What follows belongs to an exercise in optimizing a design on an open flow for small area and a short achievable clock period; a production flow would make more cautious choices. RTL that was checked went through simulation tests only; none was proved equivalent to the original. For run 1, only the layout was checked, not whether the RTL still works. Power and IR drop assume default switching activity.

===== design.v =====
`default_nettype none
package wrp_pkg;
    localparam logic [31:0] ID_RIFF_LE = 32'h4646_4952;
    localparam logic [31:0] ID_RIFF_SW = 32'h5249_4646;
    localparam logic [31:0] ID_FMT_LE  = 32'h2074_6D66;
    localparam logic [31:0] ID_FMT_SW  = 32'h666D_7420;
    localparam logic [31:0] ID_DATA_LE = 32'h6174_6164;
    localparam logic [31:0] ID_DATA_SW = 32'h6461_7461;
    localparam logic [31:0] TAG_WAVE   = 32'h4556_4157;
    localparam logic [4:0] WORD_BYTES    = 5'd4;
    localparam logic [4:0] FMT_TAG_END   = 5'd1;
    localparam logic [4:0] FMT_CHAN_END  = 5'd3;
    localparam logic [4:0] FMT_RATE_END  = 5'd7;
    localparam logic [4:0] FMT_BITS_END  = 5'd15;
    localparam logic [4:0] FMT_FIELD_SAT = 5'd16;
    localparam logic [15:0] PCM_TAG   = 16'd1;
    localparam logic [15:0] BITS_8    = 16'd8;
    localparam logic [15:0] BITS_16   = 16'd16;
    localparam logic [15:0] CHAN_MONO = 16'd1;
    localparam logic [15:0] CHAN_STEREO = 16'd2;
    localparam logic [1:0] KIND_FORMAT = 2'd0;
    localparam logic [1:0] KIND_SAMPLE = 2'd1;
    localparam logic [1:0] KIND_ERROR  = 2'd2;
    localparam logic [2:0] ERR_NONE      = 3'd0;
    localparam logic [2:0] ERR_NO_RIFF   = 3'd1;
    localparam logic [2:0] ERR_NO_WAVE   = 3'd2;
    localparam logic [2:0] ERR_NO_FMT    = 3'd3;
    localparam logic [2:0] ERR_NOT_PCM   = 3'd4;
    localparam logic [2:0] ERR_BAD_CHAN  = 3'd5;
    localparam logic [2:0] ERR_BAD_BITS  = 3'd6;
    localparam logic [2:0] ERR_NO_DATA   = 3'd7;
    typedef struct packed {
        logic [1:0]  out_kind;
        logic [15:0] sample_word;
        logic [1:0]  channel_count;
        logic [4:0]  sample_bits;
        logic [31:0] sample_rate_hz;
        logic [2:0]  error_code;
        logic        last_of_file;
    } result_t;
    typedef struct packed {
        logic    valid;
        result_t data;
    } push_t;
    function automatic logic [31:0] swap32(input logic [31:0] v);
        swap32 = {v[7:0], v[15:8], v[23:16], v[31:24]};
    endfunction
    function automatic logic [2:0] format_check(
        input logic [15:0] tag,
        input logic [15:0] chans,
        input logic [15:0] bits
    );
        if (tag != PCM_TAG)
            format_check = ERR_NOT_PCM;
        else if (chans != CHAN_MONO && chans != CHAN_STEREO)
            format_check = ERR_BAD_CHAN;
        else if (bits != BITS_8 && bits != BITS_16)
            format_check = ERR_BAD_BITS;
        else
            format_check = ERR_NONE;
    endfunction
endpackage
`default_nettype wire
`default_nettype none
module wav_riff_stream_parser (
    input  wire             clk,
    input  wire             rst_n,
    input  wire             bytes_valid,
    output wire             bytes_ready,
    input  wire  [7:0]      bytes_in_byte,
    input  wire             bytes_end_of_file,
    output wire             results_valid,
    input  wire             results_ready,
    output wire  [1:0]      results_out_kind,
    output wire  [15:0]     results_sample_word,
    output wire  [1:0]      results_channel_count,
    output wire  [4:0]      results_sample_bits,
    output wire  [31:0]     results_sample_rate_hz,
    output wire  [2:0]      results_error_code,
    output wire             results_last_of_file
);
    localparam logic [1:0] KIND_FORMAT = wrp_pkg::KIND_FORMAT;
    localparam logic [1:0] KIND_SAMPLE = wrp_pkg::KIND_SAMPLE;
    localparam logic [1:0] KIND_ERROR  = wrp_pkg::KIND_ERROR;
    localparam logic [2:0] PH_HDR   = 3'd0;
    localparam logic [2:0] PH_CHK   = 3'd1;
    localparam logic [2:0] PH_FMT   = 3'd2;
    localparam logic [2:0] PH_SKIP  = 3'd3;
    localparam logic [2:0] PH_DATA  = 3'd4;
    localparam logic [2:0] PH_DRAIN = 3'd5;
    logic [1:0]  step;
    logic        ready_q;
    logic        proc;                
    logic        dec;                 
    logic        outv;
    logic [2:0]  phase;
    logic [4:0]  cnt;
    logic        swapped;
    logic        seen;
    logic [7:0]  r0, r1, r2, r3;      
    logic [7:0]  c0, c1, c2, c3;      
    logic        rb, cb, kb;          
    logic        kf;                  
    logic        rza, a1, a2;         
    logic        rz;                  
    logic        cl;                  
    logic        clt3;                
    logic        ma, mb;              
    logic        tagok;
    logic [1:0]  chan_q;
    logic [1:0]  bits_q;              
    logic [31:0] rate_q;
    logic [15:0] word_q;
    logic        eof_q;
    logic        hsel_q;              
    logic        r_load, c_load;      
    logic [1:0]  kind_q;
    logic [2:0]  err_q;
    logic        last_q;
    logic        emit_q, clrf_q, clrw_q;
    assign bytes_ready            = ready_q;
    assign results_valid          = outv;
    assign results_out_kind       = kind_q;
    assign results_sample_word    = word_q;
    assign results_channel_count  = chan_q;
    assign results_sample_bits    = {bits_q, 3'b000};
    assign results_sample_rate_hz = rate_q;
    assign results_error_code     = err_q;
    assign results_last_of_file   = last_q;
    logic st0, st3, upd0, pfin;
    assign st0  = (step == 2'd0);
    assign st3  = (step == 2'd3);
    assign upd0 = proc && st0;
    assign pfin = proc && st3;
    logic ph_hdr, ph_chk, ph_fmt, ph_skip, ph_data;
    assign ph_hdr  = (phase == PH_HDR);
    assign ph_chk  = (phase == PH_CHK);
    assign ph_fmt  = (phase == PH_FMT);
    assign ph_skip = (phase == PH_SKIP);
    assign ph_data = (phase == PH_DATA);
    logic        b16;
    logic        data8;
    logic        hsel;
    logic [7:0]  b;
    logic [1:0]  k;
    logic [1:0]  tgt;
    assign b16   = bits_q[1];
    assign data8 = ph_data && !b16;
    assign hsel  = (cnt[0] ^ swapped) && !data8;
    assign b     = hsel_q ? word_q[15:8] : word_q[7:0];
    assign k     = cnt[1:0];
    assign tgt   = cnt[1:0] ^ {swapped, swapped};
    logic f1, f2, f8, f16;
    assign f1  = (word_q == 16'd1);
    assign f2  = (word_q == 16'd2);
    assign f8  = (word_q == 16'd8);
    assign f16 = (word_q == 16'd16);
    logic       r_dec, c_dec;
    logic       r_bin, c_bin, k_bin;
    logic       accept, nxt_proc;
    logic [7:0] r_alu, c_alu, w_sl;
    logic [7:0] r_bw, c_bw;
    logic [7:0] w_lt, w_gt;
    logic       k_lt;
    assign accept   = ready_q && bytes_valid;
    assign nxt_proc = accept || (proc && !st3);
    assign r_dec    = !rz && ((ph_hdr && cnt[3]) || ph_chk || ph_fmt || ph_skip);
    assign c_dec    = ph_fmt || ph_skip || ph_data;
    assign r_bin = rb;
    assign c_bin = cb;
    assign k_bin = kb;
    always_comb
    begin
        for (int i = 0; i < 8; i++)
        begin
            r_bw[i] = r_bin && ((r3 & ((8'd1 << i) - 8'd1)) == 8'd0);
            c_bw[i] = c_bin && ((c3 & ((8'd1 << i) - 8'd1)) == 8'd0);
        end
    end
    assign r_alu = r_load ? b : (r3 ^ r_bw);
    assign c_alu = c_load ? b : (c3 ^ c_bw);
    assign w_sl = c_load ? b : c3;
    assign w_lt = ~w_sl & r3;
    assign w_gt = w_sl & ~r3;
    logic [3:0] lt2, gt2;
    logic [1:0] lt4, gt4;
    logic       lt8, gt8;
    always_comb
    begin
        for (int i = 0; i < 4; i++)
        begin
            lt2[i] = w_lt[2*i+1] || (!w_gt[2*i+1] && w_lt[2*i]);
            gt2[i] = w_gt[2*i+1] || (!w_lt[2*i+1] && w_gt[2*i]);
        end
        for (int i = 0; i < 2; i++)
        begin
            lt4[i] = lt2[2*i+1] || (!gt2[2*i+1] && lt2[2*i]);
            gt4[i] = gt2[2*i+1] || (!lt2[2*i+1] && gt2[2*i]);
        end
        lt8 = lt4[1] || (!gt4[1] && lt4[0]);
        gt8 = gt4[1] || (!lt4[1] && gt4[0]);
    end
    assign k_lt = lt8 || (!gt8 && k_bin);
    logic zr, zc, zc1, zc2;
    assign zr  = r_load ? (b == 8'd0) : ((r3[7:1] == 7'd0) && (r3[0] == r_bin));
    assign zc  = c_load ? (b == 8'd0) : ((c3[7:1] == 7'd0) && (c3[0] == c_bin));
    assign zc1 = c_load ? (b[7:1] == 7'd0) :
                 c_bin  ? ((c3[7:2] == 6'd0) && (c3[1] ^ c3[0])) : (c3[7:1] == 7'd0);
    assign zc2 = c_load ? (b[7:2] == 6'd0) :
                 c_bin  ? ((c3[7:3] == 5'd0) && (c3[2:0] != 3'd0)) || (c3 == 8'd4)
                        : (c3[7:2] == 6'd0);
    logic wz1, wlt3;
    assign wz1     = a1 && zc;
    assign wlt3    = a2 && zc && !(c2[1] && c2[0]);
    always_ff @(posedge clk)
    begin
        r0 <= r_alu;
        r1 <= r0;
        r2 <= r1;
        r3 <= r2;
        c0 <= c_alu;
        c1 <= c0;
        c2 <= c1;
        c3 <= c2;
        rb <= st3 ? (accept && r_dec) : (r_bw[7] && !r3[7]);
        cb <= st3 ? (accept && c_dec) : (c_bw[7] && !c3[7]);
        kb <= !st3 && k_lt;
        kf <= k_lt;
        r_load <= nxt_proc && ph_hdr && (cnt[3:2] == 2'd1) && ((step + 2'd1) == tgt);
        c_load <= nxt_proc && ph_chk && cnt[2] && ((step + 2'd1) == tgt);
        rza <= (st0 || rza) && zr;
        a1  <= st0 ? zc1 : (a1 && zc);
        a2  <= st0 ? zc2 : (a2 && zc);
        if (st3)
        begin
            rz   <= rza && zr;
            cl   <= wz1;
            clt3 <= wlt3;
        end
    end
    logic [7:0] e_a, e_b;
    always_comb
    begin
        e_a = 8'h00;
        e_b = 8'h00;
        if (ph_hdr && !cnt[3])
        begin
            case (k)
                2'd0: begin e_a = 8'h52; e_b = 8'h46; end
                2'd1: begin e_a = 8'h49; e_b = 8'h46; end
                2'd2: begin e_a = 8'h46; e_b = 8'h49; end
                default: begin e_a = 8'h46; e_b = 8'h52; end
            endcase
        end
        else if (ph_hdr)
        begin
            case (k)
                2'd0: e_a = 8'h57;
                2'd1: e_a = 8'h41;
                2'd2: e_a = 8'h56;
                default: e_a = 8'h45;
            endcase
        end
        else if (!swapped)
        begin
            case (k)
                2'd0: begin e_a = 8'h66; e_b = 8'h64; end
                2'd1: begin e_a = 8'h6D; e_b = 8'h61; end
                2'd2: begin e_a = 8'h74; e_b = 8'h74; end
                default: begin e_a = 8'h20; e_b = 8'h61; end
            endcase
        end
        else
        begin
            case (k)
                2'd0: begin e_a = 8'h20; e_b = 8'h61; end
                2'd1: begin e_a = 8'h74; e_b = 8'h74; end
                2'd2: begin e_a = 8'h6D; e_b = 8'h61; end
                default: begin e_a = 8'h66; e_b = 8'h64; end
            endcase
        end
    end
    logic id_byte, fmt_start, rate_wr;
    assign id_byte   = (ph_hdr && (cnt[3:2] != 2'd1)) || (ph_chk && !cnt[2]);
    assign fmt_start = ph_chk && (cnt == 5'd7) && ma && !seen;
    assign rate_wr   = upd0 && ph_fmt && (cnt[4:2] == 3'd1);
    logic d_hdr_r, d_hdr_w, d_hdr3, d_hdr11, d_chk0z, d_chk_adv, d_sz;
    logic d_fmt15, d_fmtlt15, d_fmtge16, d_skip, d_d8, d_d16lo, d_d16hi, d_drain;
    assign d_hdr3    = ph_hdr && (cnt == 5'd3);
    assign d_hdr11   = ph_hdr && (cnt == 5'd11);
    assign d_hdr_w   = ph_hdr && (cnt >= 5'd7) && (cnt <= 5'd10);
    assign d_hdr_r   = ph_hdr && (cnt <= 5'd6) && (cnt != 5'd3);
    assign d_chk0z   = ph_chk && (cnt == 5'd0) && rz;
    assign d_chk_adv = ph_chk && (cnt <= 5'd6) && !((cnt == 5'd0) && rz);
    assign d_sz      = ph_chk && (cnt == 5'd7);
    assign d_fmt15   = ph_fmt && (cnt == 5'd15);
    assign d_fmtlt15 = ph_fmt && (cnt < 5'd15);
    assign d_fmtge16 = ph_fmt && cnt[4];
    assign d_skip    = ph_skip;
    assign d_d8      = ph_data && !b16;
    assign d_d16lo   = ph_data && b16 && !cnt[0];
    assign d_d16hi   = ph_data && b16 && cnt[0];
    assign d_drain   = !(ph_hdr || ph_chk || ph_fmt || ph_skip || ph_data);
    logic s_hdr_r, s_hdr_w, s_hdr3, s_hdr11, s_chk0z, s_chk_adv, s_sz;
    logic s_fmt15, s_fmtlt15, s_fmtge16, s_skip, s_d8, s_d16lo, s_d16hi, s_drain;
    logic ok;
    always_ff @(posedge clk)
    begin
        s_hdr_r   <= d_hdr_r;
        s_hdr_w   <= d_hdr_w;
        s_hdr3    <= d_hdr3;
        s_hdr11   <= d_hdr11;
        s_chk0z   <= d_chk0z;
        s_chk_adv <= d_chk_adv;
        s_sz      <= d_sz;
        s_fmt15   <= d_fmt15;
        s_fmtlt15 <= d_fmtlt15;
        s_fmtge16 <= d_fmtge16;
        s_skip    <= d_skip;
        s_d8      <= d_d8;
        s_d16lo   <= d_d16lo;
        s_d16hi   <= d_d16hi;
        s_drain   <= d_drain;
        ok        <= tagok && (chan_q != 2'd0) && (bits_q != 2'd0);
    end
    logic chanz;
    assign chanz = (chan_q == 2'd0);
    logic emit_ne, emit_e, emit, sample, format, last;
    logic g_a, g_1, g_2, g_f, g_7;
    logic [2:0] err;
    logic [1:0] kind;
    assign emit_ne = (s_hdr3 && !ma && !mb) || (s_hdr11 && !ma) || s_chk0z ||
                     s_fmt15 || (s_fmtlt15 && cl) || s_d8 || s_d16hi;
    assign emit_e  = !s_drain;
    assign emit    = eof_q ? emit_e : emit_ne;
    assign sample  = s_d8 || s_d16hi;
    assign format  = s_fmt15 && ok && !eof_q;
    assign kind    = sample ? KIND_SAMPLE : format ? KIND_FORMAT : KIND_ERROR;
    assign last    = eof_q || !((s_fmt15 && ok) || (s_d8 && !cl) || (s_d16hi && !clt3));
    assign g_a   = s_chk0z || s_chk_adv || s_fmtge16 || s_skip ||
                   (s_hdr11 && ma) || (s_fmtlt15 && !cl);           
    assign g_1   = s_hdr3 || s_hdr_r;
    assign g_2   = (s_hdr11 && !ma) || s_hdr_w;
    assign g_f   = (s_fmt15 && !ok) || (s_fmtlt15 && cl);            
    assign g_7   = (s_fmt15 && ok && eof_q) || s_d16lo;
    assign err[2] = (g_a && seen) || g_f || g_7;
    assign err[1] = g_a || g_2 || (g_f && tagok && !chanz) || g_7;
    assign err[0] = g_a || g_1 || (g_f && tagok && chanz) || g_7;
    logic go_drain, go_chk;
    logic [2:0] ph_n;
    logic [4:0] cnt_n, cnt_inc;
    logic c_inc, c_one, c_zero;
    assign go_drain = (emit_ne && !sample && !(s_fmt15 && ok)) ||
                      (s_d8 && cl) || (s_d16hi && clt3);
    assign go_chk   = (s_hdr11 && ma) || (((s_fmt15 && ok) || s_fmtge16 || s_skip) && cl);
    assign ph_n     = go_drain ? PH_DRAIN : go_chk ? PH_CHK : phase;
    assign cnt_inc = cnt + 5'd1;
    assign c_inc   = s_hdr_r || s_hdr_w || s_hdr3 || s_chk_adv || s_fmtlt15 ||
                     (s_fmt15 && !(ok && cl));
    assign c_one   = s_d16lo;
    assign c_zero  = s_hdr11 || (s_fmt15 && ok && cl) || (s_fmtge16 && cl) || s_d16hi;
    assign cnt_n   = c_inc ? cnt_inc : c_one ? 5'd1 : c_zero ? 5'd0 : cnt;
    logic fmtk, datk, othk;
    logic sz_wz, sz_ed, sz_tb, sz_emit;
    logic [2:0] sz_err, sz_ph;
    assign fmtk   = ma && !seen;
    assign datk   = !fmtk && mb;
    assign othk   = !fmtk && !mb;
    assign sz_wz  = cl && !c3[0];
    assign sz_ed  = b16 ? cl : sz_wz;
    assign sz_tb  = c0[7] || (!kf && !sz_wz);
    assign sz_emit = fmtk ? (sz_wz || eof_q) :
                     datk ? (!seen || (eof_q && !sz_ed)) :
                            (sz_tb || eof_q);
    assign sz_err  = fmtk ? (sz_wz ? 3'd4 : 3'd3) : {seen, 2'b11};
    assign sz_ph   = fmtk ? (sz_wz ? PH_DRAIN : PH_FMT) :
                     datk ? ((!seen || sz_ed) ? PH_DRAIN : PH_DATA) :
                            (sz_tb ? PH_DRAIN : sz_wz ? PH_CHK : PH_SKIP);
    always_ff @(posedge clk or negedge rst_n)
    begin
        if (!rst_n)
        begin
            step    <= 2'd0;
            ready_q <= 1'b0;
            proc    <= 1'b0;
            dec     <= 1'b0;
            outv    <= 1'b0;
            phase   <= PH_HDR;
            cnt     <= 5'd0;
            swapped <= 1'b0;
            seen    <= 1'b0;
        end
        else
        begin
            step    <= step + 2'd1;
            ready_q <= (step == 2'd2) && !proc && !dec && !(outv && !results_ready);
            if (ready_q && bytes_valid)
                proc <= 1'b1;
            else if (st3)
                proc <= 1'b0;
            dec <= pfin;
            if (dec)
                outv <= s_sz ? sz_emit : emit_q;
            else if (results_ready)
                outv <= 1'b0;
            if ((pfin && !s_sz) || (dec && s_sz))
            begin
                if (eof_q)
                begin
                    phase   <= PH_HDR;
                    cnt     <= 5'd0;
                    swapped <= 1'b0;
                    seen    <= 1'b0;
                end
                else if (s_sz)
                begin
                    phase   <= sz_ph;
                    cnt     <= 5'd0;
                end
                else
                begin
                    phase   <= ph_n;
                    cnt     <= cnt_n;
                    if (s_hdr3)
                        swapped <= !ma;
                    if (s_fmt15 && ok)
                        seen <= 1'b1;
                end
            end
        end
    end
    always_ff @(posedge clk)
    begin
        if (ready_q)
        begin
            eof_q  <= bytes_end_of_file;
            hsel_q <= hsel;
            if (data8)
                word_q <= {8'd0, bytes_in_byte};
            else if (hsel)
                word_q[15:8] <= bytes_in_byte;
            else
                word_q[7:0] <= bytes_in_byte;
        end
        else if (dec && clrw_q)
            word_q <= 16'd0;
        if (upd0)
        begin
            if (id_byte)
            begin
                ma <= ((k == 2'd0) || ma) && (b == e_a);
                mb <= ((k == 2'd0) || mb) && (b == e_b);
            end
            if (fmt_start)
                tagok <= 1'b0;
            else if (ph_fmt && (cnt == 5'd1))
                tagok <= f1;
        end
        if (pfin)
        begin
            emit_q <= emit;
            clrf_q <= s_sz ? !seen : (emit && !(seen || (s_fmt15 && ok)));
            clrw_q <= s_sz || (emit && !sample);
            kind_q <= kind;
            err_q  <= err;
            last_q <= last;
        end
        else if (dec && s_sz)
        begin
            kind_q <= KIND_ERROR;
            err_q  <= sz_err;
            last_q <= 1'b1;
        end
        if (dec && clrf_q)
        begin
            chan_q <= 2'd0;
            bits_q <= 2'd0;
            rate_q <= 32'd0;
        end
        else
        begin
            if (upd0 && fmt_start)
            begin
                chan_q <= 2'd0;
                bits_q <= 2'd0;
            end
            else if (upd0 && ph_fmt && (cnt == 5'd3))
                chan_q <= {f2, f1};
            else if (upd0 && ph_fmt && (cnt == 5'd15))
                bits_q <= {f16, f8};
            if (rate_wr && tgt == 2'd0)
                rate_q[7:0]   <= b;
            if (rate_wr && tgt == 2'd1)
                rate_q[15:8]  <= b;
            if (rate_wr && tgt == 2'd2)
                rate_q[23:16] <= b;
            if (rate_wr && tgt == 2'd3)
                rate_q[31:24] <= b;
        end
    end
endmodule
`default_nettype wire

===== run.sh =====
#!/bin/bash
# synth_recipe.tcl (not shown) runs the flow's synth.tcl, then flattens the netlist and writes it again
# the make line also repeats each setting of config.mk as NAME=value (left out here)
make -C /OpenROAD-flow-scripts/flow DESIGN_CONFIG=/design/flow/config.mk WORK_HOME=/design/flow/orfs CLKGATE_MAP_FILE= SYNTH_SCRIPT=/design/flow/synth_recipe.tcl finish

===== config.mk =====
export PLATFORM = sky130hd
export DESIGN_NAME = wav_riff_stream_parser
export DESIGN_NICKNAME = wav_riff_stream_parser
export VERILOG_FILES = /design/flow/design.v
export SDC_FILE = /design/flow/constraint.sdc
export NUM_CORES = 4
export LEC_CHECK = 0
export ABC_AREA = 0
export CAP_MARGIN = 20
export CORE_MARGIN = 2
export CORE_UTILIZATION = 40
export SLEW_MARGIN = 20

===== constraint.sdc =====
create_clock -name core_clock -period 6.0 [get_ports {clk}]
set_input_delay 1.2000 -clock core_clock [delete_from_list [all_inputs] [get_ports {clk}]]
set_output_delay 1.2000 -clock core_clock [all_outputs]
set_load 0.01 [all_outputs]

==> results by group, run 1 <==
Timing
  – Clk_skew: 0.0126 ns
  – RSZ-0062 raised after global routing: false
  – Crit path time final: 2.85 ns
  – Fin Setup TNS: 0 ns
  – Fmax: 350 MHz
  – Final cycle utilization of the critical path: 47.6%
  – Final setup violation count: 0
  – Worst slew margin: 41.5%
  – Fin. Hold Viols: 0
  – Worst-margin pin slew: 0.875 ns
  – Final setup margin: 3.15 ns
  – Pins Over Slew Limit: 0

Global routing
  – GRT Total Usage: 19.1%
  – Vias in the first global route: 5455
  – First-pass GRT wire length: 29.5 mm
  – Initial antenna violation count: 0
  – Largest net degree at the start of global routing: 37
  – Total grt overflow: 0

Power
  – Switch Pwr: 606 µW
  – Total Power: 2.50 mW
  – Power per cell area: 284 mW/mm²
  – Max IR drop VDD: 0.000197 V
  – Cell internal pwr: 1.90 mW
  – Switching Share: 24.2%
  – Part of the power in combinational logic: 7.6%
  – Leak: 3.34 nW
  – Sequential Power Share: 49.1%
  – Clock share of power: 43.3%

CTS
  – CTS tree: done
  – Post-CTS Setup Repair Bufs: 0
  – Clk sinks: 174
  – TritonCTS buffer count: 17
  – Clock Root Buffer: clkbuf_16
  – Hold_buf cts: 0
  – Max clock buf depth: 2
  – Later-pin clock latency in the skew report: 0.43 ns
  – Cts repair resizes: 0
  – H-tree depth: 4
  – Clock Pin Slew Worst Setup and Hold Paths: 0.06 ns

Layout
  – Area of the multi-input gates: 0.00318 mm²
  – Final cell count without fillers: 1049
  – Syn-to-layout area delta: 18.9%
  – Share of cells above drive strength 1: 7.68%
  – Fillers: 1643
  – Fin nets: 836
  – Sequential cell area: 0.00389 mm²
  – Most frequent cells in the layout: 125 x dfxtp_1, 94 x nor2_1, 72 x clkdlybuf4s50_1, 57 x nand2_1, 38 x a21oi_1
  – Diode count: 0
  – Most common cell after layout, fill and taps aside: dfxtp_1

Yosys
  – Synth Cell Area: 0.00742 mm²
  – Share of the synthesized area in the top cell type: 33.7%
  – Synth Register Bits: 174
  – EDFF count, synth: 33
  – Post-synth top area cell: dfxtp_1
  – Yosys cell types: 78
  – Post-synth ARST share: 9.20%
  – Post-synthesis sequential area ratio: 52.4%
  – Post-synthesis cell count: 757
  – Synth Flop Type: dfxtp_1
  – YS warnings: 1
  – Area contributors post-synth: dfxtp_1 34%, edfxtp_1 13%, dfrtp_1 5.4%
  – Mapped Avg Cell Area: 9.81 µm²

Setup path
  – Max incr delay on CP: 0.62 ns
  – CP Cell Sequence: clkdlybuf4s50_1
  – Required arrival time at the worst endpoint: 4.80 ns
  – Crit Path Class: reg -> out
  – Setup crit end kind: output pin
  – Slowest cell on crit path: clkdlybuf4s50_1
  – Crit path buffers/inverters: 1
  – Arr. time, crit path: 1.65 ns
  – Top delay family on crit path: buffers and inverters
  – Worst setup SP type: flip-flop
  – Worst-path fanout max: 15

Floorplanning
  – Die Wd: 140 µm
  – DIE AREA: 0.0197 mm²
  – Core area: 0.0181 mm²
  – Starting density of the core: 41.1%
  – Std-Cell Rows: 49
  – Chip height: 140 µm
  – IO Count: 76

Placed design
  – Final Wtd Congestion: 0.887
  – Placed insts: 1017
  – Port Buffers: 72
  – Placed wire-length estimate: 13.0 mm
  – Pre-CTS WS: 3.33 ns

Job
  – Max cap viols: 0

Drt
  – Antenna-violating nets left: 0
  – Vias: 5660
  – Drt drc: 0
  – WL final: 18.3 mm
  – Vias per std cell: 5.40
  – WL per Instance: 17.4 µm
  – Detailed router's first-iteration violation count: 528
  – First-pass DRT Iterations: 5

Min path
  – Worst min path class: reg -> reg

Status
  – Status: complete, no violations
-- final timing paths --
| check | start | to | slack, ns | cells after the start |
|---|---|---|---|---|
| setup / recovery | ready_q$_DFF_PN0_ | bytes_ready | 3.15 | 1 |
| hold / removal | r0[2]$_DFF_P_ | r1[2]$_DFF_P_ | 0.32 | 0 |
| setup reg to reg | cnt[0]$_DFFE_PN0P_ | ma$_DFFE_PP_ | 3.25 | 8 |
| hold reg to reg | r0[2]$_DFF_P_ | r1[2]$_DFF_P_ | 0.32 | 0 |
| max in group asynchronous | rst_n | cnt[1]$_DFFE_PN0P_ | 4.18 | 1 |
| min in group asynchronous | rst_n | dec$_DFF_PN0_ | 1.28 | 1 |
-- metrics by stage --
step	area [µm²]	hold slack [ns]	utilization [%]
after floorplan	7430	0.310	-
after global placement	8240	0.310	45.5
after detailed placement	8240	0.312	45.5
after CTS	8830	0.327	48.8
after global routing	8830	0.333	48.8
final	8830	0.323	48.8
-- registers in the layout, summed over array words and instances (netlist names), 3 cells and up --
signal / flops
c2: 8
c3: 8
cnt: 5
err_q: 3
r2: 8
rate_q: 32
c0: 8
phase: 3
r1: 8
word_q: 16
r0: 8
r3: 8
c1: 8
-- Yosys cell counts, types with 3 or more instances --
master and n:
nor2_1 94, buf_1 3, o21a_1 4, mux2_2 3
a31oi_1 8, o21ai_0 30, mux2i_1 16, nor2b_1 17
nand3_1 17, o31a_1 4, maj3_1 3, or4_1 3
nor4_1 8, dfrtp_1 16, a21oi_4 3, buf_2 9
inv_1 29, a41oi_1 3, nand4_1 3, nand2b_1 15
clkbuf_1 26, nor3_1 18, a21oi_1 38, or3_1 3
edfxtp_1 33, nand2_1 57, a21o_1 5, a2111oi_0 3
ha_1 16, xor2_1 8, and3_1 7, buf_6 3
and2_1 14, nor3b_1 3, xnor2_1 15, a211oi_1 35
dfxtp_1 125, buf_4 9
-- area by class of cell --
class | count | area share [%]
multi-input cells | 506 | 36.0
flip-flops and latches | 174 | 44.1
clock inverters | 13 | 1.40
inverters | 29 | 1.23
clock buffers | 19 | 5.26
well taps | 229 | 3.25
repair buffers | 79 | 8.76
-- routing by layer --
| metal | routed length [µm] | up-vias | GRT usage (%) |
|---|---|---|---|
| met1 | 8480 | 2717 | 26.1 |
| met3 | 1000 | 21 | 4.00 |
| met4 | 230 | 0 | 5.95 |
| met5 | 0 | - | 0 |
| met2 | 8570 | 162 | 30.5 |
| li1 | - | 2760 | - |
-- power by group through the flow --
stage	Combinational (mW)	Clock, mW	Sequential, mW
after detailed placement	0.186	0	1.26
final	0.189	1.09	1.23
after global routing	0.210	1.16	1.23
after CTS	0.188	1.11	1.23
after floorplan	0.143	0	1.24
after global placement	0.184	0	1.25
-- logic make-up (layout without fill, tap and decap cells) --
family	after synthesis	count (layout)	share of synthesized area [%]
mux	22	22	3.18
xor+xnor	23	23	2.71
other cells	1	3	0.0505
compound gates	163	163	15.2
buf+inv	79	140	4.90
flops	174	174	52.4
fa+ha+maj	19	19	3.10
simple gates	276	276	18.4
==> run 2, diff against run 1 <==
--- a/design.v
+++ b/design.v
@@ -112,7 +112,6 @@
     logic [31:0] rate_q;
     logic [15:0] word_q;
     logic        eof_q;
-    logic        hsel_q;              
     logic        r_load, c_load;      
     logic [1:0]  kind_q;
     logic [2:0]  err_q;
@@ -146,8 +145,9 @@
     logic [1:0]  tgt;
     assign b16   = bits_q[1];
     assign data8 = ph_data && !b16;
-    assign hsel  = (cnt[0] ^ swapped) && !data8;
-    assign b     = hsel_q ? word_q[15:8] : word_q[7:0];
+    assign hsel  = (cnt[0] ^ swapped) &&
+                   ((ph_fmt && (cnt[4:2] != 3'd1)) || (ph_data && b16));
+    assign b     = word_q[7:0];
     assign k     = cnt[1:0];
     assign tgt   = cnt[1:0] ^ {swapped, swapped};
     logic f1, f2, f8, f16;
@@ -202,13 +202,10 @@
     end
     assign k_lt = lt8 || (!gt8 && k_bin);
     logic zr, zc, zc1, zc2;
-    assign zr  = r_load ? (b == 8'd0) : ((r3[7:1] == 7'd0) && (r3[0] == r_bin));
-    assign zc  = c_load ? (b == 8'd0) : ((c3[7:1] == 7'd0) && (c3[0] == c_bin));
-    assign zc1 = c_load ? (b[7:1] == 7'd0) :
-                 c_bin  ? ((c3[7:2] == 6'd0) && (c3[1] ^ c3[0])) : (c3[7:1] == 7'd0);
-    assign zc2 = c_load ? (b[7:2] == 6'd0) :
-                 c_bin  ? ((c3[7:3] == 5'd0) && (c3[2:0] != 3'd0)) || (c3 == 8'd4)
-                        : (c3[7:2] == 6'd0);
+    assign zr  = (r_alu == 8'd0);
+    assign zc  = (c_alu == 8'd0);
+    assign zc1 = (c_alu[7:1] == 7'd0);
+    assign zc2 = (c_alu[7:2] == 6'd0);
     logic wz1, wlt3;
     assign wz1     = a1 && zc;
     assign wlt3    = a2 && zc && !(c2[1] && c2[0]);
@@ -238,51 +235,56 @@
             clt3 <= wlt3;
         end
     end
-    logic [7:0] e_a, e_b;
+    logic       cand;
+    logic [7:0] e_a;
+    assign cand = (k != 2'd0) ? mb :
+                  ph_hdr      ? b[2] :
+                  swapped     ? b[0] : !b[1];
     always_comb
     begin
         e_a = 8'h00;
-        e_b = 8'h00;
-        if (ph_hdr && !cnt[3])
+        if (ph_hdr && cnt[3])
         begin
-            case (k)
-                2'd0: begin e_a = 8'h52; e_b = 8'h46; end
-                2'd1: begin e_a = 8'h49; e_b = 8'h46; end
-                2'd2: begin e_a = 8'h46; e_b = 8'h49; end
-                default: begin e_a = 8'h46; e_b = 8'h52; end
-            endcase
-        end
-        else if (ph_hdr)
-        begin
-            case (k)
+            case (k)             
                 2'd0: e_a = 8'h57;
                 2'd1: e_a = 8'h41;
                 2'd2: e_a = 8'h56;
                 default: e_a = 8'h45;
             endcase
         end
-        else if (!swapped)
-        begin
-            case (k)
-                2'd0: begin e_a = 8'h66; e_b = 8'h64; end
-                2'd1: begin e_a = 8'h6D; e_b = 8'h61; end
-                2'd2: begin e_a = 8'h74; e_b = 8'h74; end
-                default: begin e_a = 8'h20; e_b = 8'h61; end
-            endcase
-        end
         else
         begin
-            case (k)
-                2'd0: begin e_a = 8'h20; e_b = 8'h61; end
-                2'd1: begin e_a = 8'h74; e_b = 8'h74; end
-                2'd2: begin e_a = 8'h6D; e_b = 8'h61; end
-                default: begin e_a = 8'h66; e_b = 8'h64; end
+            case ({ph_hdr, swapped && !ph_hdr, cand, k})
+                5'b10000: e_a = 8'h52;
+                5'b10001: e_a = 8'h49;
+                5'b10010: e_a = 8'h46;
+                5'b10011: e_a = 8'h46;
+                5'b10100: e_a = 8'h46;
+                5'b10101: e_a = 8'h46;
+                5'b10110: e_a = 8'h49;
+                5'b10111: e_a = 8'h52;
+                5'b00000: e_a = 8'h66;
+                5'b00001: e_a = 8'h6D;
+                5'b00010: e_a = 8'h74;
+                5'b00011: e_a = 8'h20;
+                5'b00100: e_a = 8'h64;
+                5'b00101: e_a = 8'h61;
+                5'b00110: e_a = 8'h74;
+                5'b00111: e_a = 8'h61;
+                5'b01000: e_a = 8'h20;
+                5'b01001: e_a = 8'h74;
+                5'b01010: e_a = 8'h6D;
+                5'b01011: e_a = 8'h66;
+                5'b01100: e_a = 8'h61;
+                5'b01101: e_a = 8'h74;
+                5'b01110: e_a = 8'h61;
+                default:  e_a = 8'h64;
             endcase
         end
     end
     logic id_byte, fmt_start, rate_wr;
     assign id_byte   = (ph_hdr && (cnt[3:2] != 2'd1)) || (ph_chk && !cnt[2]);
-    assign fmt_start = ph_chk && (cnt == 5'd7) && ma && !seen;
+    assign fmt_start = ph_chk && (cnt == 5'd7) && ma && !mb && !seen;
     assign rate_wr   = upd0 && ph_fmt && (cnt[4:2] == 3'd1);
     logic d_hdr_r, d_hdr_w, d_hdr3, d_hdr11, d_chk0z, d_chk_adv, d_sz;
     logic d_fmt15, d_fmtlt15, d_fmtge16, d_skip, d_d8, d_d16lo, d_d16hi, d_drain;
@@ -329,7 +331,7 @@
     logic g_a, g_1, g_2, g_f, g_7;
     logic [2:0] err;
     logic [1:0] kind;
-    assign emit_ne = (s_hdr3 && !ma && !mb) || (s_hdr11 && !ma) || s_chk0z ||
+    assign emit_ne = (s_hdr3 && !ma) || (s_hdr11 && !ma) || s_chk0z ||
                      s_fmt15 || (s_fmtlt15 && cl) || s_d8 || s_d16hi;
     assign emit_e  = !s_drain;
     assign emit    = eof_q ? emit_e : emit_ne;
@@ -363,9 +365,9 @@
     logic fmtk, datk, othk;
     logic sz_wz, sz_ed, sz_tb, sz_emit;
     logic [2:0] sz_err, sz_ph;
-    assign fmtk   = ma && !seen;
-    assign datk   = !fmtk && mb;
-    assign othk   = !fmtk && !mb;
+    assign fmtk   = ma && !mb && !seen;
+    assign datk   = ma && mb;
+    assign othk   = !fmtk && !datk;
     assign sz_wz  = cl && !c3[0];
     assign sz_ed  = b16 ? cl : sz_wz;
     assign sz_tb  = c0[7] || (!kf && !sz_wz);
@@ -422,7 +424,7 @@
                     phase   <= ph_n;
                     cnt     <= cnt_n;
                     if (s_hdr3)
-                        swapped <= !ma;
+                        swapped <= mb;
                     if (s_fmt15 && ok)
                         seen <= 1'b1;
                 end
@@ -434,7 +436,6 @@
         if (ready_q)
         begin
             eof_q  <= bytes_end_of_file;
-            hsel_q <= hsel;
             if (data8)
                 word_q <= {8'd0, bytes_in_byte};
             else if (hsel)
@@ -449,7 +450,7 @@
             if (id_byte)
             begin
                 ma <= ((k == 2'd0) || ma) && (b == e_a);
-                mb <= ((k == 2'd0) || mb) && (b == e_b);
+                mb <= cand;
             end
             if (fmt_start)
                 tagok <= 1'b0;
--- a/config.mk
+++ b/config.mk
@@ -9,4 +9,5 @@
 export CAP_MARGIN = 20
 export CORE_MARGIN = 2
 export CORE_UTILIZATION = 40
+export SETUP_SLACK_MARGIN = 3.2
 export SLEW_MARGIN = 20
==> run 2 against run 1 <==
Compared with the run above:
- combinational power increased by 26%
- largest power group unchanged
- clock power increased by 6%
- area after synthesis decreased by 2.9%
- sequential power about the same
- cell count increased by 1.2%
- highest routed layer unchanged
- wire length increased by 9.5%
- critical path depth unchanged
- total power increased by 5.1%
- clock skew increased by 0.0018 ns
- count of clock-buffer cells in the layout decreased by 2
- hold slack improved by 0.0046 ns
- global-route usage increased by 2.0 points
- largest cell class unchanged
==> results by group, run 2 <==
CTS
  – Clock Pin Slew Worst Setup and Hold Paths: 0.07 ns (was 0.06 ns)
  – TritonCTS buffer count: 17 (unchanged)
  – CTS tree: done (unchanged)
  – Clock Root Buffer: clkbuf_16 (unchanged)
  – Hold_buf cts: 0 (unchanged)
  – Later-pin clock latency in the skew report: 0.44 ns (was 0.43 ns)
  – Max clock buf depth: 2 (unchanged)
  – Clk sinks: 173 (was 174)
  – H-tree depth: 4 (unchanged)

Yosys
  – EDFF count, synth: 32 (was 33)
  – Post-synth top area cell: dfxtp_1 (unchanged)
  – Top cells by count, synth: 125 x dfxtp_1, 106 x nor2_1, 64 x nand2_1 (was 125 x dfxtp_1, 94 x nor2_1, 57 x nand2_1)
  – Most numerous cell in the Yosys netlist: dfxtp_1 (unchanged)
  – Post-synthesis sequential area ratio: 53.6% (was 52.4%)
  – Share of the synthesized area in the top cell type: 34.7% (was 33.7%)
  – Synth Flop Type: dfxtp_1 (unchanged)
  – Synth Cell Area: 0.00721 mm² (was 0.00742 mm²)
  – Mapped Avg Cell Area: 9.54 µm² (was 9.81 µm²)
  – Synth Register Bits: 173 (was 174)
  – Post-synthesis cell count: 756 (was 757)
  – Yosys cell types: 70 (was 78)
  – Area contributors post-synth: dfxtp_1 35%, edfxtp_1 13%, dfrtp_1 5.6% (was dfxtp_1 34%, edfxtp_1 13%, dfrtp_1 5.4%)
  – Post-synth ARST share: 9.25% (was 9.20%)
  – YS warnings: 1 (unchanged)

Layout
  – Largest register by flop count: rate_q (unchanged)
  – Post-route cell area: 0.00890 mm² (was 0.00883 mm²)
  – Largest register FFs: 32 (unchanged)
  – Fin nets: 849 (was 836)
  – Syn-to-layout area delta: 23.4% (was 18.9%)
  – Diode count: 0 (unchanged)
  – Regs by FF count: rate_q (32), word_q (16) (unchanged)
  – Share of cells above drive strength 1: 9.00% (was 7.68%)
  – Most frequent cells in the layout: 123 x dfxtp_1, 105 x nor2_1, 72 x clkdlybuf4s50_1, 64 x nand2_1, 42 x a21oi_1 (was 125 x dfxtp_1, 94 x nor2_1, 72 x clkdlybuf4s50_1, 57 x nand2_1, 38 x a21oi_1)
  – Sequential cell area: 0.00387 mm² (was 0.00389 mm²)
  – Most common cell after layout, fill and taps aside: dfxtp_1 (unchanged)
  – Fillers: 1654 (was 1643)
  – Area of the multi-input gates: 0.00316 mm² (was 0.00318 mm²)

Timing
  – Worst-margin pin slew: 0.991 ns (was 0.875 ns)
  – Final cycle utilization of the critical path: 46.4% (was 47.6%)
  – Fin Setup TNS: 0 ns (unchanged)
  – RSZ-0062 raised after global routing: true (was false)
  – Clk_skew: 0.0144 ns (was 0.0126 ns)
  – Final setup violation count: 0 (unchanged)
  – Fin. Hold Viols: 0 (unchanged)
  – Crit path time final: 2.79 ns (was 2.85 ns)
  – Worst slew margin: 32.2% (was 41.5%)
  – Pins Over Slew Limit: 0 (unchanged)
  – Fmax: 359 MHz (was 350 MHz)

Power
  – Max IR drop VDD: 0.000245 V (was 0.000197 V)
  – Leak: 3.52 nW (was 3.34 nW)
  – Power per cell area: 296 mW/mm² (was 284 mW/mm²)

Global routing
  – First-pass GRT wire length: 31.5 mm (was 29.5 mm)
  – GRT Total Usage: 21.1% (was 19.1%)
  – Largest net degree at the start of global routing: 33 (was 37)
  – Vias in the first global route: 5677 (was 5455)
  – Initial antenna violation count: 0 (unchanged)
  – Total grt overflow: 0 (unchanged)

Drt
  – Vias: 5753 (was 5660)
  – WL per Instance: 18.9 µm (was 17.4 µm)
  – Detailed router's first-iteration violation count: 549 (was 528)
  – WL final: 20.0 mm (was 18.3 mm)
  – Antenna-violating nets left: 0 (unchanged)
  – Vias per std cell: 5.42 (was 5.40)
  – Drt drc: 0 (unchanged)
  – First-pass DRT Iterations: 8 (was 5)

Setup path
  – Top delay family on crit path: buffers and inverters (unchanged)
  – Arr. time, crit path: 1.59 ns (was 1.65 ns)
  – Crit path buffers/inverters: 1 (unchanged)
  – Setup crit end kind: output pin (unchanged)
  – Crit Path Class: reg -> out (unchanged)
  – Slowest cell on crit path: clkdlybuf4s50_1 (unchanged)
  – CP Cell Sequence: clkdlybuf4s50_1 (unchanged)
  – Worst-path fanout max: 5 (was 15)
  – Required arrival time at the worst endpoint: 4.80 ns (about the same)
  – Max incr delay on CP: 0.63 ns (was 0.62 ns)
  – Worst setup SP type: flip-flop (unchanged)

Floorplanning
  – DIE AREA: 0.0191 mm² (was 0.0197 mm²)
  – Std-Cell Rows: 49 (unchanged)
  – Core area: 0.0178 mm² (was 0.0181 mm²)
  – Starting density of the core: 40.4% (was 41.1%)
  – Die Wd: 138 µm (was 140 µm)
  – IO Count: 76 (unchanged)
  – Chip height: 138 µm (was 140 µm)

Status
  – Status: complete, no violations (unchanged)

Job
  – Max cap viols: 0 (unchanged)

Min path
  – Worst min path class: reg -> reg (unchanged)

Placed design
  – Placed Area: 0.00805 mm² (was 0.00824 mm²)
  – Final Wtd Congestion: 0.898 (was 0.887)
  – Port Buffers: 72 (unchanged)
  – Placed wire-length estimate: 14.2 mm (was 13.0 mm)
==> run 2: per-layer routing <==
layer / global-route usage (%) / part of all wire [%]
met2: 33.1 / 45
met1: 28.3 / 45
met4: 6.55 / 1.8
met5: 0 / 0
met3: 6.10 / 8.6
==> run 2: cell type report <==
class | count | area share (%)
Timing Repair Buffer | 84 | 9.11
Clock inverter | 15 | 2.46
Sequential cell | 173 | 43.5
Clock buffer | 17 | 4.78
Inverter | 33 | 1.39
Multi-Input combinational cell | 511 | 35.5
Tap cell | 229 | 3.22
==> run 2: path summary, 6_finish.rpt <==
check / start / end / slack, ns / depth (start not counted)
setup reg to reg: cnt[1]$_DFFE_PN0P_ / ma$_DFFE_PP_ / 3.29 / 9
hold reg to reg: c0[2]$_DFF_P_ / c1[2]$_DFF_P_ / 0.33 / 0
min in group asynchronous: rst_n / cnt[3]$_DFFE_PN0P_ / 1.25 / 1
setup / recovery: word_q[7]$_SDFFCE_PN0P_ / results_sample_word[7] / 3.21 / 1
max in group asynchronous: rst_n / ready_q$_DFF_PN0_ / 4.15 / 1
hold / removal: c0[2]$_DFF_P_ / c1[2]$_DFF_P_ / 0.33 / 0
==> run 2: metrics by stage <==
stage / cells / setup slack (ns) / util (%) / total power [mW] / hold slack [ns]
3_3_place_gp: 1018 / 3.07 / 45.1 / 1.47 / 0.310
4_1_cts: 1059 / 3.21 / 49.5 / 2.64 / 0.330
6_report: 1062 / 3.21 / 49.9 / 2.63 / 0.327
2_1_floorplan: 758 / 3.20 / - / 1.40 / 0.310
3_5_place_dp: 1018 / 2.97 / 45.1 / 1.47 / 0.312
5_1_grt: 1062 / 3.16 / 49.9 / 2.72 / 0.329
==> run 2: logic make-up after synthesis <==
kind of cell,Yosys count,synth area share [%]
simple gates,295,19.5
flops,173,53.6
compound gates,147,13.3
buf+inv,74,4.16
mux,30,4.22
fa+ha+maj,18,3.05
xor+xnor,18,2.19
other cells,1,0.0520
==> run 2: where the power goes <==
group | switching (mW) | internal [mW] | leakage [nW] | total (mW)
logic | 0.141 | 0.0982 | 1.72 | 0.239
clock network | 0.574 | 0.591 | 0.309 | 1.16
registers | 0.0328 | 1.20 | 1.50 | 1.23
==> run 2: what timing repair did <==
item | 4_1_cts | 5_1_grt
buffers inserted | 9 | 3
setup endpoints to repair | 13 | 9
resized for setup | 15 | 8
pin swaps | 0 | 1
==> run 3, diff against run 2 <==
--- a/config.mk
+++ b/config.mk
@@ -9,5 +9,5 @@
 export CAP_MARGIN = 20
 export CORE_MARGIN = 2
 export CORE_UTILIZATION = 40
-export SETUP_SLACK_MARGIN = 3.2
+export SETUP_SLACK_MARGIN = 3.6
 export SLEW_MARGIN = 20
==> run 3 against run 2 <==
Compared with the run above:
- sequential share of layout area shrank 0.90 points
- maximum frequency grew 13%
- clock power shrank 5%
- die area is the same
- flip-flop and latch count is the same
- critical path type is now reg -> reg
- largest cell class unchanged
==> results by group, run 3 <==
Layout
  – Largest register by flop count: rate_q (unchanged)
  – Final cell count without fillers: 1094 (was 1062)
  – Most frequent cells in the layout: 113 x dfxtp_1, 103 x nor2_1, 59 x nand2_1, 55 x dlygate4sd2_1, 44 x buf_4 (was 123 x dfxtp_1, 105 x nor2_1, 72 x clkdlybuf4s50_1, 64 x nand2_1, 42 x a21oi_1)
  – Fin nets: 881 (was 849)
  – Diode count: 0 (unchanged)
  – Largest register FFs: 32 (unchanged)
  – Fillers: 1615 (was 1654)
  – Share of cells above drive strength 1: 16.9% (was 9.00%)
  – Syn-to-layout area delta: 26.9% (was 23.4%)
  – Regs by FF count: rate_q (32), word_q (16) (unchanged)
  – Most common cell after layout, fill and taps aside: dfxtp_1 (unchanged)

Timing
  – Fin Setup TNS: 0 ns (unchanged)
  – Worst slew margin: 39.6% (was 32.2%)
  – Final setup margin: 3.53 ns (was 3.21 ns)
  – Final cycle utilization of the critical path: 41.2% (was 46.4%)
  – Crit path time final: 2.47 ns (was 2.79 ns)
  – Worst-margin pin slew: 0.903 ns (was 0.991 ns)
  – Final setup violation count: 0 (unchanged)
  – Fmax: 404 MHz (was 359 MHz)
  – Pins Over Slew Limit: 0 (unchanged)
  – RSZ-0062 raised after global routing: true (unchanged)
  – Fin. Hold Viols: 0 (unchanged)
  – Clk_skew: 0.0131 ns (was 0.0144 ns)

Setup path
  – Setup crit end kind: flip-flop (was output pin)
  – FF-to-FF path depth: 7 (was 9)
  – Crit path buffers/inverters: 0 (was 1)
  – R2R Path End: ma$_DFFE_PP_ (unchanged)
  – Flop-to-flop setup slack: 3.53 ns (was 3.29 ns)
  – Crit Path Class: reg -> reg (was reg -> out)
  – Max incr delay on CP: 0.46 ns (was 0.63 ns)
  – CP Cell Sequence: or3_4 -> a311o_1 -> a311oi_2 -> a2111o_1 -> nand4_1 -> a2bb2oi_2 -> nor3b_2 (was clkdlybuf4s50_1)
  – Reg2reg start: phase[2]$_DFFE_PN0P_ (was cnt[1]$_DFFE_PN0P_)
  – Slowest cell on crit path: or3_4 (was clkdlybuf4s50_1)
  – Worst-path fanout max: 6 (was 5)
  – Required arrival time at the worst endpoint: 6.28 ns (was 4.80 ns)
  – Top delay family on crit path: compound AO/OA/AOI/OAI gates (was buffers and inverters)
  – Arr. time, crit path: 2.75 ns (was 1.59 ns)
  – Worst setup SP type: flip-flop (unchanged)

Yosys
  – Synth Register Bits: 173 (unchanged)
  – Post-synthesis cell count: 756 (unchanged)
  – Area contributors post-synth: dfxtp_1 35%, edfxtp_1 13%, dfrtp_1 5.6% (unchanged)
  – Mapped Avg Cell Area: 9.54 µm² (unchanged)
  – Most numerous cell in the Yosys netlist: dfxtp_1 (unchanged)
  – Synth Flop Type: dfxtp_1 (unchanged)
  – Post-synthesis sequential area ratio: 53.6% (unchanged)
  – Yosys cell types: 70 (unchanged)
  – Post-synth ARST share: 9.25% (unchanged)
  – YS warnings: 1 (unchanged)
  – Synth Cell Area: 0.00721 mm² (unchanged)
  – Top cells by count, synth: 125 x dfxtp_1, 106 x nor2_1, 64 x nand2_1 (unchanged)
  – Share of the synthesized area in the top cell type: 34.7% (unchanged)
  – EDFF count, synth: 32 (unchanged)
  – Post-synth top area cell: dfxtp_1 (unchanged)

Placed design
  – Placed insts: 1018 (unchanged)
  – Pre-CTS WS: 2.95 ns (was 2.97 ns)
  – Port Buffers: 72 (unchanged)
  – Final Wtd Congestion: 0.892 (was 0.898)
  – Placed wire-length estimate: 14.4 mm (was 14.2 mm)

Floorplanning
  – Die Wd: 138 µm (unchanged)
  – IO Count: 76 (unchanged)
  – Starting density of the core: 40.4% (unchanged)
  – DIE AREA: 0.0191 mm² (unchanged)
  – Core area: 0.0178 mm² (unchanged)
  – Std-Cell Rows: 49 (unchanged)
  – Chip height: 138 µm (unchanged)

Job
  – Max cap viols: 0 (unchanged)

CTS
  – Hold_buf cts: 0 (unchanged)
  – Max clock buf depth: 2 (unchanged)
  – H-tree depth: 4 (unchanged)
  – Clock Pin Slew Worst Setup and Hold Paths: 0.08 ns (was 0.07 ns)
  – Later-pin clock latency in the skew report: 0.43 ns (was 0.44 ns)
  – TritonCTS buffer count: 17 (unchanged)
  – Clk sinks: 173 (unchanged)
  – Clock Root Buffer: clkbuf_16 (unchanged)
  – CTS tree: done (unchanged)

Drt
  – Antenna-violating nets left: 0 (unchanged)
  – Drt drc: 0 (unchanged)
  – First-pass DRT Iterations: 6 (was 8)
  – WL final: 21.1 mm (was 20.0 mm)
  – WL per Instance: 19.3 µm (was 18.9 µm)
  – Vias per std cell: 5.50 (was 5.42)
  – Vias: 6021 (was 5753)
  – Detailed router's first-iteration violation count: 455 (was 549)

Min path
  – Worst min path class: reg -> reg (unchanged)
  – Hold Path Cell Cnt: 0 (unchanged)
  – Startpoint of the worst hold path: r2[0]$_DFF_P_ (was c0[2]$_DFF_P_)
  – Hold Path Sink: r3[0]$_DFF_P_ (was c1[2]$_DFF_P_)

Power
  – Total Power: 2.60 mW (was 2.63 mW)
  – Max IR drop VDD: 0.000215 V (was 0.000245 V)
  – Power per cell area: 284 mW/mm² (was 296 mW/mm²)
  – Leak: 3.90 nW (was 3.52 nW)

Global routing
  – First-pass GRT wire length: 33.4 mm (was 31.5 mm)
  – Total grt overflow: 0 (unchanged)
  – Initial antenna violation count: 0 (unchanged)
  – GRT Total Usage: 22.3% (was 21.1%)
  – Vias in the first global route: 6011 (was 5677)
  – Largest net degree at the start of global routing: 33 (unchanged)

Status
  – Status: complete, no violations (unchanged)
## run 3: where the power goes
part | leakage [nW] | total, mW | internal (mW) | switching, mW
registers | 1.50 | 1.22 | 1.20 | 0.0214
logic | 2.11 | 0.290 | 0.120 | 0.170
clock network | 0.290 | 1.10 | 0.566 | 0.530
## run 3: worst max path at each step
| stage | from | to | cells past startpoint |
|---|---|---|---|
| floorplan | cnt[1]$_DFFE_PN0P_ | ma$_DFFE_PP_ | 11 |
| global placement | word_q[2]$_SDFFCE_PN0P_ | ma$_DFFE_PP_ | 7 |
| detailed placement | word_q[2]$_SDFFCE_PN0P_ | ma$_DFFE_PP_ | 7 |
| CTS | r3[2]$_DFF_P_ | rz$_DFFE_PP_ | 9 |
| global route | r3[2]$_DFF_P_ | rz$_DFFE_PP_ | 9 |
| finish | phase[2]$_DFFE_PN0P_ | ma$_DFFE_PP_ | 7 |
## run 3: cell families after synthesis
logic type                 share of synthesized area, %
AOI/OAI and AO/OA                                  13.3
xor gates and xnor gates                           2.19
adders and majority gates                          3.05
buffers and inverters                              4.16
DFF                                                53.6
muxes                                              4.22
other                                            0.0520
and+or+nand+nor                                    19.5
## run 3: final cells by class
cell class                      instances  area (µm²)  area share, %
Clock buffer                           18         429           4.69
Clock inverter                         14         168           1.83
Inverter                               33         129           1.41
Multi-Input combinational cell        511        3260           35.7
Sequential cell                       173        3900           42.6
Tap cell                              229         287           3.13
Timing Repair Buffer                  116         977           10.7
## run 3: what timing repair did
action | in CTS | in global routing
pin swaps | 21 | 14
gates resized for setup | 108 | 21
endpoints found under the setup margin | 102 | 65
buffers inserted | 35 | 9
hold endpoints to repair | 0 | 0
gates cloned | 0 | 0
## run 3: per-stage QoR
stage,util (%),instance area [µm²],hold WS (ns)
floorplan,-,7280,0.310
CTS,50.4,9000,0.324
global placement,45.4,8100,0.310
detailed placement,45.4,8100,0.312
finish,51.3,9150,0.326
global route,51.3,9150,0.327
## run 3: metal layers
layer | GRT usage [%] | wire length, µm | vias up
met3 | 5.33 | 1600 | 50
met4 | 9.45 | 650 | 0
met1 | 29.8 | 9290 | 2851
met5 | 0 | 0 | -
met2 | 34.7 | 9600 | 281
li1 | - | - | 2839
==> run 4, diff against run 3 <==
--- a/config.mk
+++ b/config.mk
@@ -9,5 +9,6 @@
 export CAP_MARGIN = 20
 export CORE_MARGIN = 2
 export CORE_UTILIZATION = 40
+export CTS_BUF_LIST = sky130_fd_sc_hd__clkbuf_8
 export SETUP_SLACK_MARGIN = 3.6
 export SLEW_MARGIN = 20
==> run 4 against run 3 <==
Compared with the run above:
- still clean on timing, DRC and antenna
- die area did not move
- final area fell by 2.1%
- utilization fell by 1.1 points
- critical path depth did not move
- sequential power barely moved
- flip-flop and latch count did not move
- hold slack improved by 0.0019 ns
- via count rose by 0.76%
- register-to-register slack got worse by 0.02 ns
- global-route usage barely moved
- count of clock-buffer cells in the layout fell by 1
- critical path type unchanged
- critical endpoint unchanged
- highest routed layer unchanged
==> results by group, run 4 <==
Placed design
  – Final Wtd Congestion: 0.892 (unchanged)
  – Placed wire-length estimate: 14.4 mm (unchanged)
  – Port Buffers: 72 (unchanged)
  – Pre-CTS WS: 2.95 ns (unchanged)

Yosys
  – Area contributors post-synth: dfxtp_1 35%, edfxtp_1 13%, dfrtp_1 5.6% (unchanged)
  – Most numerous cell in the Yosys netlist: dfxtp_1 (unchanged)
  – YS warnings: 1 (unchanged)
  – EDFF count, synth: 32 (unchanged)
  – Post-synth top area cell: dfxtp_1 (unchanged)
  – Synth Register Bits: 173 (unchanged)
  – Share of the synthesized area in the top cell type: 34.7% (unchanged)
  – Yosys cell types: 70 (unchanged)
  – Top cells by count, synth: 125 x dfxtp_1, 106 x nor2_1, 64 x nand2_1 (unchanged)
  – Post-synthesis sequential area ratio: 53.6% (unchanged)
  – Synth Flop Type: dfxtp_1 (unchanged)
  – Mapped Avg Cell Area: 9.54 µm² (unchanged)
  – Synth Cell Area: 0.00721 mm² (unchanged)
  – Post-synthesis cell count: 756 (unchanged)
  – Post-synth ARST share: 9.25% (unchanged)

Layout
  – Most frequent cells in the layout: 113 x dfxtp_1, 103 x nor2_1, 59 x nand2_1, 43 x dlygate4sd2_1, 43 x buf_4 (was 113 x dfxtp_1, 103 x nor2_1, 59 x nand2_1, 55 x dlygate4sd2_1, 44 x buf_4)
  – Syn-to-layout area delta: 24.3% (was 26.9%)
  – Largest register by flop count: rate_q (unchanged)
  – Fin nets: 881 (unchanged)
  – Diode count: 0 (unchanged)
  – Regs by FF count: rate_q (32), word_q (16) (unchanged)
  – Share of cells above drive strength 1: 17.9% (was 16.9%)
  – Largest register FFs: 32 (unchanged)
  – Most common cell after layout, fill and taps aside: dfxtp_1 (unchanged)

CTS
  – Later-pin clock latency in the skew report: 0.46 ns (was 0.43 ns)
  – Hold_buf cts: 0 (unchanged)
  – TritonCTS buffer count: 17 (unchanged)
  – Clock Pin Slew Worst Setup and Hold Paths: 0.11 ns (was 0.08 ns)
  – Clock Root Buffer: clkbuf_8 (was clkbuf_16)
  – H-tree depth: 4 (unchanged)
  – Clk sinks: 173 (unchanged)
  – Max clock buf depth: 2 (unchanged)
  – CTS tree: done (unchanged)

Global routing
  – GRT Total Usage: 22.2% (was 22.3%)
  – Vias in the first global route: 5999 (was 6011)
  – First-pass GRT wire length: 33.3 mm (was 33.4 mm)
  – Largest net degree at the start of global routing: 33 (unchanged)
  – Initial antenna violation count: 0 (unchanged)
  – Total grt overflow: 0 (unchanged)

Timing
  – Pins Over Slew Limit: 0 (unchanged)
  – Fin. Hold Viols: 0 (unchanged)
  – Final cycle utilization of the critical path: 41.6% (was 41.2%)
  – Final setup margin: 3.51 ns (was 3.53 ns)
  – Worst slew margin: 39.7% (was 39.6%)
  – Fmax: 401 MHz (was 404 MHz)
  – RSZ-0062 raised after global routing: true (unchanged)
  – Final setup violation count: 0 (unchanged)
  – Crit path time final: 2.49 ns (was 2.47 ns)
  – Worst-margin pin slew: 0.901 ns (was 0.903 ns)
  – Min Hold Slack: 0.327 ns (was 0.326 ns)
  – Fin Setup TNS: 0 ns (unchanged)
  – Clk_skew: 0.0164 ns (was 0.0131 ns)

Drt
  – First-pass DRT Iterations: 5 (was 6)
  – Drt drc: 0 (unchanged)
  – Vias per std cell: 5.55 (was 5.50)
  – Vias: 6067 (was 6021)
  – WL final: 21.2 mm (was 21.1 mm)
  – WL per Instance: 19.4 µm (was 19.3 µm)
  – Antenna-violating nets left: 0 (unchanged)
  – Detailed router's first-iteration violation count: 491 (was 455)

Floorplanning
  – Std-Cell Rows: 49 (unchanged)
  – Die Wd: 138 µm (unchanged)
  – Core area: 0.0178 mm² (unchanged)
  – Starting density of the core: 40.4% (unchanged)
  – IO Count: 76 (unchanged)
  – Chip height: 138 µm (unchanged)
  – DIE AREA: 0.0191 mm² (unchanged)

Setup path
  – Flop-to-flop setup slack: 3.51 ns (was 3.53 ns)
  – Slowest cell on crit path: dfrtp_2 (was or3_4)
  – Crit Path Class: reg -> reg (unchanged)
  – FF-to-FF path depth: 7 (unchanged)
  – CP Cell Sequence: or3_4 -> a311o_1 -> a311oi_2 -> a2111o_1 -> nand4_1 -> a2bb2oi_2 -> nor3b_2 (unchanged)
  – Worst setup SP type: flip-flop (unchanged)
  – Arr. time, crit path: 2.80 ns (was 2.75 ns)
  – Required arrival time at the worst endpoint: 6.31 ns (was 6.28 ns)
  – Setup crit end kind: flip-flop (unchanged)
  – Max incr delay on CP: 0.47 ns (was 0.46 ns)
  – Worst-path fanout max: 6 (unchanged)

Min path
  – Hold Path Cell Cnt: 0 (unchanged)
  – Worst min path class: reg -> reg (unchanged)

Power
  – Leak: 3.79 nW (was 3.90 nW)
  – Max IR drop VDD: 0.000150 V (was 0.000215 V)
  – Power per cell area: 259 mW/mm² (was 284 mW/mm²)
  – Total Power: 2.32 mW (was 2.60 mW)

Job
  – Max cap viols: 0 (unchanged)

Status
  – Status: complete, no violations (unchanged)
==> run 4: cell counts after synthesis <==
Identical to the previous run, type by type.
==> run 4: path summary, 6_finish.rpt <==
kind | start | to
min reg2reg | r2[0]$_DFF_P_ | r3[0]$_DFF_P_
min | r2[0]$_DFF_P_ | r3[0]$_DFF_P_
max reg2reg | phase[2]$_DFFE_PN0P_ | ma$_DFFE_PP_
max | phase[2]$_DFFE_PN0P_ | ma$_DFFE_PP_
max in group asynchronous | rst_n | swapped$_DFFE_PN0P_
min in group asynchronous | rst_n | cnt[2]$_DFFE_PN0P_
==> run 4: what timing repair did <==
item | CTS | global route
setup endpoints to repair | 104 | 74
setup buffers | 34 | 10
resized for setup | 122 | 30
pin swaps | 19 | 16
==> run 4: critical path, delay by kind of cell (launching register included) <==
| family | cells | cell delay (ns) |
|---|---|---|
| compound gates | 4 | 1.13 |
| simple gates | 3 | 0.74 |
| flops | 1 | 0.47 |
==> run 4: final cells by class <==
cell class,count,area (µm²)
Sequential cell,173,3900
Multi-Input combinational cell,511,3270
Timing Repair Buffer,116,967
Tap cell,229,287
Clock inverter,15,171
Inverter,33,129
Fill cell,1640,8880
Clock buffer,17,234
==> run 4: logic make-up after synthesis <==
| kind of cell | share of synthesized area (%) |
|---|---|
| xor+xnor | 2.19 |
| other cells | 0.0520 |
| fa+ha+maj | 3.05 |
| flops | 53.6 |
| compound gates | 13.3 |
| mux | 4.22 |
| simple gates | 19.5 |
| buf+inv | 4.16 |
==> run 4: per-layer routing <==
layer  up-vias  GRT usage [%]  share of wire, %
met2       288           34.8                46
met5         -              0                 0
li1       2831              -                 -
met1      2897           29.6                43
met4         0           9.45               3.1
met3        51           5.37               7.7
==> run 4: per-stage QoR <==
stage	area (µm²)	std cells	utilization, %
2_1_floorplan	7280	758	-
3_3_place_gp	8100	1018	45.4
3_5_place_dp	8100	1018	45.4
4_1_cts	8820	1084	49.4
5_1_grt	8960	1094	50.2
6_report	8960	1094	50.2
==> run 4: report_power, final <==
group          internal (mW)  switching, mW  total [mW]
registers               1.19         0.0217        1.22
clock network          0.321          0.498       0.818
logic                  0.118          0.169       0.287
total                   1.63          0.689        2.32
==> run 5, diff against run 4 <==
==> flow/run.sh (new file) <==
#!/bin/bash
# The standard layout (the standard.sh: standard synthesis and ORFS flow),
# with one change: the port buffers are buf_1 cells instead of the default
# choice. Each tool's full output stays in ORFS's own logs under orfs/logs;
# make's output goes to flow_make.log here.
set -euo pipefail
bash standard.sh "BUFFER_PORTS_ARGS=-buffer_cell sky130_fd_sc_hd__buf_1" finish > flow_make.log 2>&1
==> standard.sh (new file) <==
#!/bin/bash
# synth_recipe.tcl (not shown) runs the flow's synth.tcl, then flattens the netlist and writes it again
# the make line also repeats each setting of config.mk as NAME=value (left out here)
make -C /OpenROAD-flow-scripts/flow DESIGN_CONFIG=/design/flow/config.mk WORK_HOME=/design/flow/orfs CLKGATE_MAP_FILE= SYNTH_SCRIPT=/design/flow/synth_recipe.tcl "${@:-finish}"
--- a/config.mk
+++ b/config.mk
@@ -9,6 +9,5 @@
 export CAP_MARGIN = 20
 export CORE_MARGIN = 2
 export CORE_UTILIZATION = 40
-export CTS_BUF_LIST = sky130_fd_sc_hd__clkbuf_8
 export SETUP_SLACK_MARGIN = 3.6
 export SLEW_MARGIN = 20
removed: run.sh
==> run 5 against run 4 <==
Compared with the run above:
- die area unchanged
- maximum frequency fell by 1.5%
- global-route usage down 1.4 points
- clock power is about 30% higher
- worst setup slack got worse by 0.037 ns
- sequential share of layout area rose by 1.5 points
- total power rose by 9.6%
- critical path depth rose by 1
- utilization decreased by 1.9 points
- count of clock-buffer cells in the layout stayed put
==> results by group, run 5 <==
Yosys
  – Synth Flop Type: dfxtp_1 (unchanged)
  – Share of the synthesized area in the top cell type: 34.7% (unchanged)
  – Post-synthesis sequential area ratio: 53.6% (unchanged)
  – Post-synthesis cell count: 756 (unchanged)
  – Post-synth ARST share: 9.25% (unchanged)

Min path
  – Hold Path Sink: r1[1]$_DFF_P_ (was r3[0]$_DFF_P_)
  – Startpoint of the worst hold path: r0[1]$_DFF_P_ (was r2[0]$_DFF_P_)

CTS
  – CTS tree: done (unchanged)
  – Max clock buf depth: 2 (unchanged)
  – Clock Pin Slew Worst Setup and Hold Paths: 0.08 ns (was 0.11 ns)

Status
  – Status: complete, no violations (unchanged)

Setup path
  – Flop-to-flop setup slack: 3.47 ns (was 3.51 ns)
  – Arr. time, crit path: 2.81 ns (was 2.80 ns)
  – Crit Path Class: reg -> reg (unchanged)
  – Max incr delay on CP: 0.51 ns (was 0.47 ns)

Timing
  – Fmax: 395 MHz (was 401 MHz)
  – Final setup margin: 3.47 ns (was 3.51 ns)
  – Clk_skew: 0.0115 ns (was 0.0164 ns)

Placed design
  – Final Wtd Congestion: 0.919 (was 0.892)
  – Port Buffers: 72 (unchanged)

Power
  – Max IR drop VDD: 0.000194 V (was 0.000150 V)

Drt
  – WL per Instance: 18.3 µm (was 19.4 µm)
  – WL final: 19.9 mm (was 21.2 mm)
  – Vias per std cell: 5.41 (was 5.55)
  – Vias: 5877 (was 6067)

Layout
  – Largest register by flop count: rate_q (unchanged)
  – Syn-to-layout area delta: 19.6% (was 24.3%)
  – Final cell count without fillers: 1087 (was 1094)
  – Most common cell after layout, fill and taps aside: dfxtp_1 (unchanged)

Floorplanning
  – Die Wd: 138 µm (unchanged)
  – Chip height: 138 µm (unchanged)

Global routing
  – Initial antenna violation count: 0 (unchanged)
  – First-pass GRT wire length: 31.1 mm (was 33.3 mm)

Job
  – Max cap viols: 0 (unchanged)
## run 5: cell counts after synthesis
Identical to the previous run, type by type.
## run 5: layer usage
metal	vias up	share of wire, %	track usage, %
met5	-	0	0
met4	0	1.7	6.07
met3	28	8.9	6.72
met2	267	44	31.9
met1	2754	45	28.4
li1	2828	-	-
## run 5: power breakdown
group	internal [mW]	leakage (nW)	total [mW]	switching (mW)
registers	1.20	1.49	1.22	0.0271
clock network	0.553	0.280	1.06	0.511
logic	0.104	1.67	0.257	0.153
## run 5: layout make-up
type                    count  area [µm²]  area share [%]
inverters                  33         129            1.49
clock inverters            15         141            1.64
flip-flops and latches    173        3880            45.0
repair buffers            109         557            6.45
clock buffers              17         425            4.93
multi-input cells         511        3200            37.1
well taps                 229         287            3.32
## run 5: logic make-up after synthesis
logic type / synth area share (%)
compound gates: 13.3
xor+xnor: 2.19
fa+ha+maj: 3.05
buf+inv: 4.16
flops: 53.6
mux: 4.22
other cells: 0.0520
simple gates: 19.5
## run 5: per-stage QoR
step           hold slack [ns]  cell area, µm²  power (mW)
6_report                 0.321            8630        2.54
5_1_grt                  0.331            8630        2.63
4_1_cts                  0.322            8480        2.53
3_5_place_dp             0.312            7670        1.46
3_3_place_gp             0.310            7670        1.47
2_1_floorplan            0.310            7280        1.41
## run 5: how the worst max path moves through the flow
stage,from,endpoint
after floorplan,cnt[1]$_DFFE_PN0P_,ma$_DFFE_PP_
after global placement,r3[0]$_DFF_P_,rz$_DFFE_PP_
after detailed placement,word_q[2]$_SDFFCE_PN0P_,ma$_DFFE_PP_
after CTS,cnt[0]$_DFFE_PN0P_,ma$_DFFE_PP_
after global routing,r3[0]$_DFF_P_,rz$_DFFE_PP_
final,phase[0]$_DFFE_PN0P_,ma$_DFFE_PP_
## run 5: what timing repair did
item	CTS	global route
buffers inserted	20	14
endpoints found under the setup margin	52	49
gates resized for setup	29	13
gates cloned	0	0
pin swaps	12	9

-- re-timing with driven ports --
How much do the figures lean on ideal ports? The routed layouts below were timed once more, with nothing changed but the port constraints.
Step 1: set_driving_cell puts a clkbuf_16 on clk and a buf_2 on each other input, an assumption about the parent block.
Step 2 moves the port delays by t, midway between the first and last clock arrival at a register: inputs arrive t later, outputs are due t later. That takes back most of the time a late clock gives input paths.
a / b / c = ideal ports / drivers / drivers and shift; a / b = the first two.
run	t (ns)	setup WS [ns]	latest minus earliest clock arrival (ns)	worst data-port slew with drivers (ns)
run 1	0.462	3.146 / 3.104 / 3.248	0.012 / 0.013	0.04
run 2	0.480	3.214 / 3.171 / 3.294	0.015 / 0.015	0.04
run 3	0.472	3.526 / 3.526 / 3.507	0.015 / 0.015	0.05
run 4	0.497	3.507 / 3.507 / 3.507	0.017 / 0.016	0.04
run 5	0.466	3.470 / 3.470 / 3.470	0.012 / 0.013	0.04
After both steps setup and hold are still met in every run listed. The setup slack of run 3, which loses most, moves by 0.000 ns with the drivers and by -0.019 ns with both steps.
